Source: an optimization exercise on an open RTL-to-GDS flow (aim: small area, a short achievable clock period and few clock cycles). Production flows keep margins and buffers that such runs may drop.
Only simulation tests tie the RTL to the original design; equivalence was not proved.
Power and IR drop assume default switching activity.

beta:
## block_matmul
module block_matmul (
    input  logic                    clk_i,
    input  logic                    rstn_i,
    input  logic                    a_wr_en_i,
    input  logic [15:0]             a_wr_data_i,
    input  logic                    b_wr_en_i,
    input  logic [15:0]             b_wr_data_i,
    input  logic                    clear_i,
    output logic                    a_full_o,
    output logic                    b_full_o,
    input  logic                    start_i,
    output logic                    busy_o,
    output logic                    done_o,
    input  logic [3:0]              c_rd_addr_i,
    output logic [39:0]             c_rd_data_o
);
Size: about 1,100 flip-flops, about 68,000 µm² of cells after synthesis.
clock: 12.0 ns
lec_check: 0
abc_area: 1
cap_margin: 20
core_margin: 2
core_utilization: 55
cts_buf_list: sky130_fd_sc_hd__clkbuf_8 sky130_fd_sc_hd__clkbuf_16
cts_cluster_diameter: 100
cts_cluster_size: 25
setup_slack_margin: 5
slew_margin: 20
run.sh (not shown) runs the stock make flow with config.mk's settings and CLKGATE_MAP_FILE= SYNTH_SCRIPT=/design/flow/synth_recipe.tcl, a recipe that flattens the netlist after the stock synthesis.
Testbench counts of beta, summed over its fixed seeds: cycles 2,440.
Changes in delta relative to beta:
==> flow/flow/run.sh (new file) <==
#!/bin/bash
# The standard layout flow (standard.sh), with one change to how the
# netlist is made: Yosys's early ABC pass inside synth is skipped
# (SYNTH_ARGS=-noabc), so that the carry-save tree's full adders are
# extracted as written, without polarity inverters between them. The
# registers and their names are the same as the standard synthesis's.
cp standard.sh standard_sh_copy.log
export SYNTH_ARGS="-noabc"
bash standard.sh finish > standard.log 2>&1
==> flow/standard.sh (new file) <==
#!/bin/bash
# synth_recipe.tcl (not shown) runs the flow's synth.tcl, then flattens the netlist and writes it again
# the make line also repeats each setting of config.mk as NAME=value (left out here)
make -C /OpenROAD-flow-scripts/flow DESIGN_CONFIG=/design/flow/config.mk WORK_HOME=/design/flow/orfs CLKGATE_MAP_FILE= SYNTH_SCRIPT=/design/flow/synth_recipe.tcl "${@:-finish}"
removed: flow/run.sh
## What came out
- Summary of delta over beta: die span in y shows a reduction of about 3.2%, clock group share of total power rose by 0.3 points, die width moved down, critical path depth fell by 5, number of cells in the design after placement lower.
- The actual slew at the worst max-slew pin number comes out higher for beta vs delta.
- Looking only at combinational share of power, and setting everything else aside, the higher value of beta and delta goes to beta.


## violet
block_matmul, a different RTL version from the one above (not shown whole).
Size in the first run: roughly 5000 cells after synthesis, roughly 1200 flip-flops.
Settings: LEC_CHECK=0, CAP_MARGIN=20, CORE_MARGIN=2, CORE_UTILIZATION=40, SETUP_SLACK_MARGIN=5, SLEW_MARGIN=20; clock period 12.0 ns.
Stock flow here: none of the scripts above is used.
Testbench counts of violet, summed over its fixed seeds: cycles 2,440.
What pepper does differently from violet at the input level:
- an added CTS_CLUSTER_SIZE of 20
- an added CTS_BUF_LIST of sky130_fd_sc_hd__clkbuf_4 sky130_fd_sc_hd__clkbuf_8
- a change of CORE_UTILIZATION from 40 to 55
### Flow results
- Comparing violet and pepper, the lower actual transition at the worst max-transition pin is on violet.
- Taking violet as the reference point, the number of buffers added by the clock tree synthesis step of pepper rises by 62.
- Diff violet -> pepper: detailed placement HPWL decreased by about 3% relative to the old numbers, switching power decreased by 0.57% relative to the old numbers.
- In the flow results for violet and pepper, the part of the power in the clock network is smaller on pepper.
- Run comparison: pepper standard cell with the maximum stage delay on the critical path fa_2; violet standard cell with the maximum stage delay on the critical path fa_1
- On worst setup slack, violet beats pepper.
- Aggregate routed wire length: violet and pepper compared, lower one is pepper
- Global-route usage over all layers up 9.6 points in pepper wrt violet
- On sequential cell area, violet and pepper are neck and neck.
- pepper — total power 2.0% lower, violet as reference
What nickel does differently from pepper at the input level:
- CTS_CLUSTER_SIZE no longer set, was 20
- CORE_UTILIZATION now 40, was 55
- CTS_BUF_LIST no longer set, was sky130_fd_sc_hd__clkbuf_4 sky130_fd_sc_hd__clkbuf_8
==> flow/flow/run.sh (new file) <==
#!/bin/bash
# Standard layout flow, with Yosys's early ABC pass skipped so that the
# carry-save tree's full adders are extracted without polarity inverters.
cp standard.sh standard_sh_copy.log
export SYNTH_ARGS="-noabc"
bash standard.sh > standard.log 2>&1
==> flow/standard.sh (new file) <==
#!/bin/bash
# synth_recipe.tcl (not shown) runs the flow's synth.tcl, then flattens the netlist and writes it again
# the make line also repeats each setting of config.mk as NAME=value (left out here)
make -C /OpenROAD-flow-scripts/flow DESIGN_CONFIG=/design/flow/config.mk WORK_HOME=/design/flow/orfs CLKGATE_MAP_FILE= SYNTH_SCRIPT=/design/flow/synth_recipe.tcl "${@:-finish}"
removed: flow/run.sh
On critical path depth: between nickel and pepper, it ends up lower for pepper. pepper → nickel: die boundary width moved up; met3 usage in global routing lost 4.8 points. Compared with pepper, nickel degrades internal power of the cells. Compared with pepper, nickel shows gate count after technology mapping that has gone down by more than 10%. Between pepper and nickel, the total sequential power figures differ only marginally. When nickel is set beside pepper, its cell count turns out to be 631 smaller. nickel vs pepper, start point of the critical path: dot.cs_q[8]$_DFF_P_ vs dot.cs_q[84]$_DFF_P_. Relative to pepper, total power has increased by about 0.5% in nickel. Compared to pepper, nickel has final cycle utilization of the critical path 0.58 points lower. As of nickel, core outline area had risen by more than a quarter compared to pepper. nickel: area of all placed cells without fillers is about 5% lower than what pepper reported.
Changes in harbor relative to nickel:
- a deleted SETUP_SLACK_MARGIN that had been 5
==> flow/run.sh (new file) <==
#!/bin/bash
# synth_recipe.tcl (not shown) runs the flow's synth.tcl, then flattens the netlist and writes it again
# the make line also repeats each setting of config.mk as NAME=value (left out here)
make -C /OpenROAD-flow-scripts/flow DESIGN_CONFIG=/design/flow/config.mk WORK_HOME=/design/flow/orfs CLKGATE_MAP_FILE= SYNTH_SCRIPT=/design/flow/synth_recipe.tcl finish
removed: flow/flow/run.sh
removed: flow/standard.sh
==> comparison <==
- Number of non-clock inverters in the layout in harbor is 827 above nickel.
- Of the two values seen for kind of critical path, primary input to flop was produced by harbor and flop to primary output by nickel.
- Routed wire length on harbor is up relative to nickel.
- harbor vs. nickel: chip width went up by 3.0%.

what the ideal ports hide:
How much do the figures lean on ideal ports? The routed layouts below were timed once more, with nothing changed but the port constraints. Step 1 assumes that a clkbuf_16 drives the clock port and a buf_2 every other input. Step 2 adds t to the input delays and takes it off the output delays; t is the mean of the earliest and latest rising clock arrival at the registers after step 1. Input paths then give back, and output paths get back, about the clock's delay inside the block. Three values: ideal, step 1, step 2; two values: the first two.
run | shift t [ns] | setup WS [ns] | worst setup path after step 2 | slew at the worst register clock pin (ns) | worst slew at a driven data input, ns
beta | 0.769 | 5.018 / 4.956 / 4.187 | input to register | 0.10 / 0.10 | 0.23
delta | 0.757 | 5.051 / 5.037 / 4.280 | input to register | 0.10 / 0.10 | 0.08
violet | 0.821 | 4.934 / 4.852 / 4.061 | input to register | 0.07 / 0.07 | 0.21
pepper | 0.963 | 4.919 / 4.847 / 3.926 | input to register | 0.08 / 0.08 | 0.20
nickel | 0.845 | 4.989 / 4.900 / 4.109 | input to register | 0.08 / 0.08 | 0.16
harbor | 0.823 | 3.680 / 3.729 / 2.906 | input to register | 0.07 / 0.07 | 0.08
After both steps every run listed still meets setup and hold. The setup slack of pepper, which loses most, moves by -0.072 ns with the drivers and by -0.993 ns with both steps.
